Source: an optimization exercise on an open RTL-to-GDS flow (aim: small area). Production flows keep margins and buffers that such runs may drop.
Only simulation tests tie the RTL to the original design; equivalence was not proved.
Power is estimated from default activity; no workload was simulated.

===== config.mk =====
export PLATFORM = sky130hd
export DESIGN_NAME = npu_ctrl
export DESIGN_NICKNAME = npu_ctrl
export VERILOG_FILES = /design/flow/design.v
export SDC_FILE = /design/flow/constraint.sdc
export NUM_CORES = 4
export LEC_CHECK = 0
export CAP_MARGIN = 20
export CORE_MARGIN = 2
export CORE_UTILIZATION = 40
export SLEW_MARGIN = 20
export SYNTH_HIERARCHICAL = 1
export SYNTH_MINIMUM_KEEP_SIZE = 0

===== constraint.sdc =====
create_clock -name core_clock -period 20.0 [get_ports {clk}]
set_input_delay 4.0000 -clock core_clock [delete_from_list [all_inputs] [get_ports {clk}]]
set_output_delay 4.0000 -clock core_clock [all_outputs]
set_load 0.01 [all_outputs]

===== design.v =====
module npu_ctrl #(
    parameter int unsigned N     = 4,
    parameter int unsigned KTAPS = 3
) (
    input  logic        clk,
    input  logic        rst_n,
    input  logic        npu_start_matrix_mul,
    input  logic        npu_start_conv,
    output logic        npu_done,
    output logic        busy,
    input  logic [63:0] a_base,
    input  logic [63:0] b_base,
    input  logic [63:0] c_base,
    output logic        mem_req,
    output logic        mem_we,
    output logic [63:0] mem_addr,
    output logic [63:0] mem_wdata,
    input  logic        mem_ready,
    input  logic        mem_rvalid,
    input  logic [63:0] mem_rdata
);
    localparam logic [1:0] S_IDLE = 2'd0, S_RUN = 2'd1, S_WR = 2'd2, S_FIX = 2'd3;
    logic [1:0]  st_q;
    logic        conv_q;         
    logic [3:0]  e_q;            
    logic [5:0]  t_q;            
    logic [2:0]  p_q;            
    logic [2:0]  pi_q;           
    logic        bit0_q, bit1_q;  
    logic [63:0] acc_q;
    logic        cy_q;           
    logic [63:0] ab_q, bb_q, cb_q;
    wire run  = (st_q == S_RUN);
    wire wr   = (st_q == S_WR);
    wire idle = (st_q == S_IDLE);
    wire       ty_r     = p_q[1];
    wire       resp_end = (p_q == 3'd7) & (t_q == 6'd63);
    wire [2:0] inflight = pi_q - p_q;
    wire       ty_i     = pi_q[1];
    wire [1:0] k_i      = {pi_q[2], pi_q[0] & ~(conv_q & pi_q[2])};
    wire       rd_req   = run & ~inflight[1] & ~(inflight[0] & resp_end);
    wire       rd_acc   = rd_req & mem_ready;
    wire [1:0] ei = e_q[3:2];
    wire [1:0] ej = e_q[1:0];
    logic [3:0] off;
    always_comb begin
        if (wr)        off = e_q;
        else if (ty_i) off = conv_q ? {2'b00, ej} + {2'b00, k_i} : {ei, k_i};
        else           off = conv_q ? {2'b00, k_i} : {k_i, ej};
    end
    wire sel_c = wr;
    wire sel_a = ~wr & ty_i;
    wire sel_b = ~wr & ~ty_i;
    logic [64:3] acy;
    assign acy[3] = 1'b0;
    for (genvar b = 0; b < 64; b++) begin : g_addr
        if (b < 3) begin : g_lo
            assign mem_addr[b] = (sel_a & ab_q[b]) | (sel_b & bb_q[b]) | (sel_c & cb_q[b]);
        end else if (b < 7) begin : g_off
            wire m = (sel_a & ab_q[b]) | (sel_b & bb_q[b]) | (sel_c & cb_q[b]);
            assign mem_addr[b] = m ^ off[b-3] ^ acy[b];
            assign acy[b+1]    = (m & off[b-3]) | (acy[b] & (m ^ off[b-3]));
        end else begin : g_inc
            npu_ctrl_abit u_abit (
                .a  (ab_q[b]), .b (bb_q[b]), .c (cb_q[b]),
                .sa (sel_a), .sb (sel_b), .sc (sel_c),
                .ci (acy[b]),
                .s  (mem_addr[b]),
                .co (acy[b+1])
            );
        end
    end
    assign mem_req   = rd_req | wr;
    assign mem_we    = wr;
    assign mem_wdata = acc_q;
    assign busy      = ~idle;
    wire e_last = (ej == 2'd3) & (conv_q | (ei == 2'd3));
    assign npu_done = wr & mem_ready & e_last;
    wire rsp = run & mem_rvalid;
    wire dbl = rsp & (p_q == 3'd1);
    wire add = rsp & ty_r & (p_q[0] ? bit1_q & ~(conv_q & p_q[2]) : bit0_q);
    wire [63:0] addend = ({64{dbl}} & acc_q) | ({64{add}} & mem_rdata);
    logic [64:0] cy;
    logic [63:0] sum;
    for (genvar b = 0; b < 64; b++) begin : g_fa
        npu_ctrl_fa u_fa (
            .a  (acc_q[b]),
            .b  (addend[b]),
            .ci ((b == 0) ? 1'b0 : (b == 32) ? cy_q : cy[b]),
            .s  (sum[b]),
            .co (cy[b+1])
        );
    end
    assign cy[0] = 1'b0;
    wire bsel = mem_rdata[6'd63 - t_q];
    always_ff @(posedge clk) begin
        acc_q <= sum;
        cy_q  <= cy[32];
        if (rsp & ~ty_r) begin
            if (p_q[0]) bit1_q <= bsel;
            else        bit0_q <= bsel;
        end
        if (idle) begin
            ab_q   <= a_base;
            bb_q   <= b_base;
            cb_q   <= c_base;
            conv_q <= ~npu_start_matrix_mul;
        end
    end
    always_ff @(posedge clk or negedge rst_n) begin
        if (!rst_n) begin
            st_q  <= S_IDLE;
            e_q   <= 4'd0;
            t_q   <= 6'd0;
            p_q   <= 3'd0;
            pi_q  <= 3'd0;
        end else begin
            pi_q  <= pi_q + {2'd0, rd_acc};
            p_q   <= p_q + {2'd0, rsp};
            t_q   <= t_q + {5'd0, rsp & (p_q == 3'd7)};
            e_q   <= idle ? 4'd0 : e_q + {3'd0, wr & mem_ready};
            unique case (st_q)
                S_IDLE: if (npu_start_matrix_mul || npu_start_conv) st_q <= S_RUN;
                S_RUN:  if (rsp && resp_end) st_q <= S_FIX;
                S_FIX:  st_q <= S_WR;
                S_WR: begin
                    if (mem_ready) st_q <= e_last ? S_IDLE : S_RUN;
                end
                default: st_q <= S_IDLE;
            endcase
        end
    end
endmodule
module npu_ctrl_fa (
    input  logic a,
    input  logic b,
    input  logic ci,
    output logic s,
    output logic co
);
    assign s  = a ^ b ^ ci;
    assign co = (a & b) | (ci & (a ^ b));
endmodule
module npu_ctrl_abit (
    input  logic a,
    input  logic b,
    input  logic c,
    input  logic sa,
    input  logic sb,
    input  logic sc,
    input  logic ci,
    output logic s,
    output logic co
);
    wire m = (sa & a) | (sb & b) | (sc & c);
    assign s  = m ^ ci;
    assign co = m & ci;
endmodule

===== flow/run.sh =====
#!/bin/bash
set -euo pipefail
bash standard.sh \
  "BUFFER_PORTS_ARGS=-buffer_cell sky130_fd_sc_hd__buf_1" \
  "CTS_ARGS=-sink_clustering_enable -repair_clock_nets -dont_use_dummy_load -sink_clustering_size 28 -sink_clustering_max_diameter 120 -buf_list {sky130_fd_sc_hd__clkbuf_8 sky130_fd_sc_hd__clkbuf_16} -root_buf sky130_fd_sc_hd__clkbuf_8 -tree_buf sky130_fd_sc_hd__clkbuf_8 -sink_clustering_buffer sky130_fd_sc_hd__clkbuf_16" \
  finish > standard_flow.log 2>&1

===== standard.sh =====
#!/bin/bash
# synth_recipe.tcl (not shown) runs the flow's synth.tcl, then flattens the netlist and writes it again
# the make line also repeats each setting of config.mk as NAME=value (left out here)
make -C /OpenROAD-flow-scripts/flow DESIGN_CONFIG=/design/flow/config.mk WORK_HOME=/design/flow/orfs CLKGATE_MAP_FILE= SYNTH_SCRIPT=/design/flow/synth_recipe.tcl "${@:-finish}"

==> out/results.ini, run 1 <==
[worst_hold_path]
hold_class = flop to flop
hold_path_depth = 1
min_from = cy_q

[finish]
regArea_mm2 = 0.007607
nNetsFinal = 1546
stdcell_count = 1546
areaGrowthSynthToFinish_pct = 18.30
multiInputGateArea_mm2 = 0.004468
drive_gt1_share_pct = 3.403
fillers = 2766

[route]
vias_per_cell = 5.292
antenna_left = 0
wl_per_cell_um = 21.22
drc_errors = 0
drt-total-wl_um = 32800
dr.pass1.iters = 6
dr.first_iter.drc_count = 801
num_vias = 8181

[logic_synthesis]
synth.avg_cell_area_um2 = 16.47
ys_ff_latch = 278
synth_top_family_by_area = adder cells
synth-async-reset-ratio_pct = 6.475
synthAdderAreaFrac_pct = 17.81
synth_top_area_share_pct = 47.15
synth-edff-count = 195
synth_cell_types = 44
synthMuxAreaShare_pct = 3.798
synthCells = 754
yosysSeqAreaShare_pct = 61.26
synthSimpleGateAreaFrac_pct = 2.217
synth_top_area_cell = edfxtp_1
synth_most_common_cell = edfxtp_1
synthTopCellsByArea = edfxtp_1, fa_1, dfxtp_1
synthTopCellsByCount = edfxtp_1, inv_1, fa_1, ha_1, dfxtp_1
synth_xor_area_share_pct = 0.7758
synth_top_flop_cell = edfxtp_1
syn_area_mm2 = 0.01242
ys.warnings.count = 7
synth_compound_area_share_pct = 11.00
syn_nets = 1152

[floorplan]
core_mm2 = 0.03059
initial_core_util_pct = 40.60
num_rows = 64
dieArea_mm2 = 0.03247
num_io_pins = 394
dieWidth_um = 180.2
die_h_um = 180.2

[clock_tree]
cts_made_buffers = 13
clock-root-buffer = clkbuf_8
tritoncts = done
cts_setup_buffers = 0
post_cts_resized = 0
insertion_delay_ns = 0.52
clock-sinks = 278
hold_buffers = 0
cts.path.max_buffers = 3
clkTransAtPathRegs_ns = 0.11
htreeDepth = 1

[global_routing]
gr-usage-met2_pct = 34.44
grt_pass1_vias = 8463
use_met3_pct = 5.497
use_met1_pct = 24.66
antenna_found_initial = 4
grt_pass1_wl_um = 49980
grt.busiest_layer = met2
grt.total_usage_pct = 19.81
grt_max_degree = 84
grt_overflow = 0

[timing]
hold_viol_final = 0
fin_skew_ns = 0.01463
rsz0062_at_grt = no
fin_setup_tns_ns = 0
tightest_slew_ns = 1.104
fin_crit_sh_pct = 95.53
max_clock_freq_ghz = 0.05234
post-route-min-period_ns = 19.11
finalSetupViolCount = 0
maxSlewViolCount = 0
slew_headroom_pct = 26.39

[power]
peakVddDrop_mv = 0.06463
p_leak_nw = 5.718
powerDensity_mw_per_mm2 = 144.3
p_seq_share_pct = 47.5
switching_power_w = 0.0008533
swShare_pct = 40.26
power_frac_clock_pct = 12.8
p_int_w = 0.001266
combPwrFrac_pct = 39.6

[setup_path]
cp.arrival_ns = 15.11
worstSetupStartpointType = flop
critPathMaxStageDelay_ns = 0.47
worstPathMaxFanout = 5
rr_startpoint = conv_q
cp_common_cell = ha_1
reg2reg_slack_ns = 5.54
cp-startpoint = pi_q[2]
crit_end = mem_addr[63]
path_class = flop to output pin
cp-end-kind = output pin
reg2regPathDepth = 38
r2r_end = acc_q[63]
critical_path_required_ns = 16.00
slowest_stage = dfrtp_1

[place]
place_inst = 1528
place_congestion = 0.8272
place.detailed.hpwl_um = 24540
portBuffers = 393

[job]
cap_violations = 0

[run_status]
outcome = finished clean

[registers in the layout (all words and copies together), names as in the netlist]
register  flops
conv_q        1
acc_q        64
ab_q         64
st_q          2
bit1_q        1
p_q           3
t_q           6
e_q           4
pi_q          3
bit0_q        1
bb_q         64
cy_q          1
cb_q         64
[routing by layer]
metal / share of wire [%] / vias to the layer above
li1: - / 3726
met1: 39 / 4059
met2: 50 / 367
met3: 10 / 29
met4: 1.8 / 0
met5: 0 / -
[area by class of cell]
class / count / share of cell area, %
antenna: 4 / 0.06814
clock buffer: 13 / 1.985
inverter: 69 / 1.763
multi-input combinational: 382 / 30.41
sequential: 278 / 51.78
tap: 396 / 3.373
timing repair buffer: 404 / 10.61
[power groups by stage]
| stage | logic, W | registers, W | clock network [W] |
|---|---|---|---|
| floorplan | 0.000526 | 0.00105 | 0 |
| global placement | 0.000837 | 0.00102 | 0 |
| detailed placement | 0.000853 | 0.00102 | 0 |
| CTS | 0.000855 | 0.00101 | 0.000283 |
| global route | 0.000948 | 0.00104 | 0.000303 |
| finish | 0.000840 | 0.00101 | 0.000272 |
[placed cells by master (no fill, tap or decap), types with 4 or more instances in the layout]
cell / n
a22o_1: 64
dfrtp_1: 18
mux2i_1: 7
fa_1: 68
clkbuf_16: 10
nand2_1: 14
buf_4: 11
mux4_1: 11
mux4_2: 5
a21oi_1: 8
inv_1: 69
xor2_1: 5
nor2_1: 7
nand3_1: 5
edfxtp_1: 195
buf_1: 392
a222oi_1: 57
ha_1: 68
nor3_1: 4
a22oi_1: 7
dfxtp_1: 65
diode_2: 4
nor2b_1: 5
xnor2_1: 6
o21ai_0: 10
[through the flow]
stage	power [W]	setup WS (ns)	cell area (µm²)	util, %	hold WS [ns]
6_report	0.002119	0.8932	14690	48.02	0.5149
5_1_grt	0.002290	0.1391	14690	48.02	0.5366
4_1_cts	0.002151	0.6283	14670	47.96	0.5139
3_5_place_dp	0.001876	1.219	14380	47.01	0.4855
3_3_place_gp	0.001857	1.470	14380	47.01	0.4766
2_1_floorplan	0.001579	2.162	12420	-	0.4720
[worst min path at each step]
stage / end / slack (ns)
final: acc_q[32] / 0.51
after global placement: acc_q[32] / 0.48
after floorplan: acc_q[32] / 0.47
after detailed placement: acc_q[32] / 0.49
after CTS: acc_q[32] / 0.51
after global routing: acc_q[32] / 0.54
[logic make-up (layout without fill, tap and decap cells)]
| kind of cell | Yosys count | in the layout |
|---|---|---|
| other | 1 | 5 |
| AO/OA/AOI/OAI | 157 | 157 |
| buffers and inverters | 94 | 486 |
| flip-flops | 278 | 278 |
| AND/OR/NAND/NOR | 54 | 54 |
| XOR/XNOR | 11 | 11 |
| adder cells (fa/ha/maj) | 136 | 136 |
| multiplexers | 23 | 23 |
[worst max-delay path: cells and delay by family, from the launching register on]
kind	cells	cell delay [ns]
fa+ha+maj	62	13.12
compound gates	3	0.51
flops	1	0.47
buf+inv	3	0.28
simple gates	1	0.18
[Yosys stat by module, one instance, submodules excluded]
| module | copies in the design | cells inside | flops+latches | cell area, µm² |
|---|---|---|---|---|
| npu_ctrl | 1 | 519 | 278 | 9639 |
| npu_ctrl_abit | 57 | 3 | 0 | 26.28 |
| npu_ctrl_fa | 64 | 1 | 0 | 20.02 |
==> run 2: changes to the inputs <==
==> flow/run.sh (replaced) <==
#!/bin/bash
set -euo pipefail
bash standard.sh \
  "BUFFER_PORTS_ARGS=-buffer_cell sky130_fd_sc_hd__buf_1" \
  "CTS_ARGS=-sink_clustering_enable -repair_clock_nets -dont_use_dummy_load -sink_clustering_size 28 -sink_clustering_max_diameter 120 -buf_list {sky130_fd_sc_hd__clkbuf_4 sky130_fd_sc_hd__clkbuf_16} -root_buf sky130_fd_sc_hd__clkbuf_4 -tree_buf sky130_fd_sc_hd__clkbuf_4 -sink_clustering_buffer sky130_fd_sc_hd__clkbuf_16" \
  finish > standard_flow.log 2>&1
==> out/results.ini, run 2 <==
[run_status]
outcome = finished clean

[setup_path]
cp-end-kind = output pin
slowest_stage = dfrtp_1
critPathMaxStageDelay_ns = 0.46  ; about the same
r2r_end = acc_q[63]
worstPathMaxFanout = 5  ; unchanged
cp_common_cell = ha_1
reg2reg_slack_ns = 5.53  ; about the same
cp.arrival_ns = 15.21  ; +0.10 ns
critical_path_required_ns = 16.00  ; about the same
reg2regPathDepth = 38  ; unchanged
worstSetupStartpointType = flop
path_class = flop to output pin
rr_startpoint = conv_q

[logic_synthesis]
synth_cell_types = 44  ; unchanged
synth_top_area_share_pct = 47.15  ; unchanged
synth-async-reset-ratio_pct = 6.475  ; unchanged
yosysSeqAreaShare_pct = 61.26  ; unchanged
synth.avg_cell_area_um2 = 16.47  ; unchanged
synth_xor_area_share_pct = 0.7758  ; unchanged
synthTopCellsByCount = edfxtp_1, inv_1, fa_1, ha_1, dfxtp_1
synth_top_family_by_area = adder cells
synthTopCellsByArea = edfxtp_1, fa_1, dfxtp_1
synthSimpleGateAreaFrac_pct = 2.217  ; unchanged
synth-edff-count = 195  ; unchanged
synthMuxAreaShare_pct = 3.798  ; unchanged
syn_nets = 1152  ; unchanged
synth_top_area_cell = edfxtp_1
synth_top_flop_cell = edfxtp_1
synthCells = 754  ; unchanged
ys.warnings.count = 7  ; unchanged
synth_compound_area_share_pct = 11.00  ; unchanged
ys_ff_latch = 278  ; unchanged
syn_area_mm2 = 0.01242  ; unchanged
synth_most_common_cell = edfxtp_1
synthAdderAreaFrac_pct = 17.81  ; unchanged

[worst_hold_path]
hold_path_depth = 1  ; unchanged
whs_endpoint = acc_q[32]
min_from = cy_q
hold_class = flop to flop

[floorplan]
dieWidth_um = 180.2  ; unchanged
num_io_pins = 394  ; unchanged
num_rows = 64  ; unchanged
dieArea_mm2 = 0.03247  ; unchanged
initial_core_util_pct = 40.60  ; unchanged
die_h_um = 180.2  ; unchanged
core_mm2 = 0.03059  ; unchanged

[place]
place_congestion = 0.8272  ; unchanged
portBuffers = 393  ; unchanged
postPlaceCellArea_mm2 = 0.01438  ; unchanged
place.detailed.hpwl_um = 24540  ; unchanged

[timing]
tightest_slew_ns = 1.117  ; +0.01243 ns
fin_crit_sh_pct = 96.06  ; +0.53 points
fin_skew_ns = 0.01114  ; -0.003491 ns
hold_viol_final = 0  ; unchanged
finalSetupViolCount = 0  ; unchanged
post-route-min-period_ns = 19.21  ; +0.1054 ns
slew_headroom_pct = 25.57  ; -0.83 points
fin_setup_tns_ns = 0  ; unchanged
max_clock_freq_ghz = 0.05205  ; -0.55%
rsz0062_at_grt = no
maxSlewViolCount = 0  ; unchanged

[clock_tree]
insertion_delay_ns = 0.63  ; +0.11 ns
tritoncts = done
hold_buffers = 0  ; unchanged
clock-root-buffer = clkbuf_4
clock-sinks = 278  ; unchanged
htreeDepth = 1  ; unchanged
cts_setup_buffers = 0  ; unchanged
post_cts_resized = 0  ; unchanged
clkTransAtPathRegs_ns = 0.11  ; about the same
cts_made_buffers = 13  ; unchanged
cts.path.max_buffers = 3  ; unchanged

[finish]
finish.utilization_pct = 47.97  ; -0.053 points
final_common_cell = buf_1
nNetsFinal = 1546  ; unchanged
areaGrowthSynthToFinish_pct = 18.17
drive_gt1_share_pct = 3.403  ; unchanged
design_area_mm2 = 0.01467  ; -0.11%
final_cell_mix = buf_1, edfxtp_1, inv_1, fa_1, ha_1

[power]
peakVddDrop_mv = 0.06454  ; -0.14%
swShare_pct = 40.44  ; +0.18 points
switching_power_w = 0.0008544  ; +0.13%
powerDensity_mw_per_mm2 = 144.0  ; -0.20%
p_int_w = 0.001258  ; -0.60%
p_leak_nw = 5.710  ; -0.14%
total_power_w = 0.002113  ; -0.31%
power_frac_clock_pct = 12.5  ; -0.3 points
p_seq_share_pct = 47.7  ; +0.2 points
combPwrFrac_pct = 39.9  ; +0.3 points

[global_routing]
grt_pass1_vias = 8469  ; +0.071%
grt_max_degree = 84  ; unchanged
grt_overflow = 0  ; unchanged
grt.total_usage_pct = 19.82  ; about the same
antenna_found_initial = 5  ; +1
grt_pass1_wl_um = 49980  ; about the same

[job]
cap_violations = 0  ; unchanged

[route]
drc_errors = 0  ; unchanged
drt-total-wl_um = 32860  ; +0.16%
num_vias = 8191  ; +0.12%
antenna_left = 0  ; unchanged
dr.first_iter.drc_count = 799  ; -0.25%
wl_per_cell_um = 21.24  ; about the same
dr.pass1.iters = 8  ; +2
vias_per_cell = 5.295  ; about the same

run 2: cell families after synthesis:
kind of cell / Yosys count
muxes: 23
and+or+nand+nor: 54
other: 1
xor gates and xnor gates: 11
buffers and inverters: 94
DFF: 278
adders and majority gates: 136
AOI/OAI and AO/OA: 157
run 2: layer usage:
| layer | vias up | part of all wire [%] | GRT usage (%) |
|---|---|---|---|
| li1 | 3727 | - | - |
| met3 | 31 | 9.5 | 5.477 |
| met2 | 363 | 49 | 34.44 |
| met5 | - | 0 | 0 |
| met1 | 4070 | 39 | 24.66 |
| met4 | 0 | 1.8 | 4.516 |
run 2: cell type report:
type	instances	area (µm²)
antenna	5	12.51
clock buffer	13	272.8
fill	2767	15920
inverter	69	259.0
multi-input combinational	382	4468
sequential	278	7607
tap	396	495.5
timing repair buffer	404	1559
run 2: critical path: cells and delay by family, from the launching register on:
kind	cells	cell delay (ns)
adder cells (fa/ha/maj)	62	13.13
AO/OA/AOI/OAI	3	0.51
flip-flops	1	0.46
buffers and inverters	3	0.28
AND/OR/NAND/NOR	1	0.18
run 2: worst max path at each step:
stage | startpoint | end | slack, ns | cells after the start
3_3_place_gp | conv_q | mem_addr[63] | 1.47 | 69
2_1_floorplan | st_q[1] | mem_addr[63] | 2.16 | 68
4_1_cts | conv_q | mem_addr[63] | 0.48 | 69
3_5_place_dp | conv_q | mem_addr[63] | 1.22 | 69
5_1_grt | pi_q[2] | mem_addr[63] | 0.008 | 69
6_report | pi_q[2] | mem_addr[63] | 0.79 | 69
run 2: power groups by stage:
stage / Sequential, W / Clock (W) / Combinational (W)
6_report: 0.00101 / 0.000263 / 0.000842
5_1_grt: 0.00104 / 0.000294 / 0.000948
4_1_cts: 0.00101 / 0.000275 / 0.000855
3_5_place_dp: 0.00102 / 0 / 0.000853
3_3_place_gp: 0.00102 / 0 / 0.000837
2_1_floorplan: 0.00105 / 0 / 0.000526
run 2: stage by stage:
step	cells	setup WS [ns]	hold WS [ns]
global route	1547	0.007724	0.5367
floorplan	754	2.162	0.4720
detailed placement	1528	1.219	0.4855
CTS	1541	0.4848	0.5141
global placement	1528	1.470	0.4766
finish	1547	0.7879	0.5153
run 2: modules after synthesis (local to each module, per instance):
module / cell area (µm²) / flip-flops and latches
npu_ctrl_abit: 26.28 / 0
npu_ctrl: 9639 / 278
npu_ctrl_fa: 20.02 / 0

static timing again, ports no longer ideal:
How much do the figures lean on ideal ports? The routed layouts below were timed once more, with nothing changed but the port constraints. Step 1 (the two cells are an assumption about what drives the block):
set clk [get_ports {clk}]
set_driving_cell -lib_cell sky130_fd_sc_hd__clkbuf_16 $clk
set_driving_cell -lib_cell sky130_fd_sc_hd__buf_2 [delete_from_list [all_inputs] $clk]
Step 2, shift: input delay + t, output delay - t, t = (earliest + latest rising clock arrival at the registers) / 2. This alone moves slack from input paths to output paths. Slacks: no drivers / after step 1 / after step 2; pairs: no drivers / after step 1.
run | t (ns) | setup WS [ns] | worst setup path after step 2
run 1 | 0.561 | 0.893 / 0.851 / 1.412 | register to output
run 2 | 0.669 | 0.788 / 0.746 / 1.415 | register to output
After both steps every run listed still meets setup and hold.
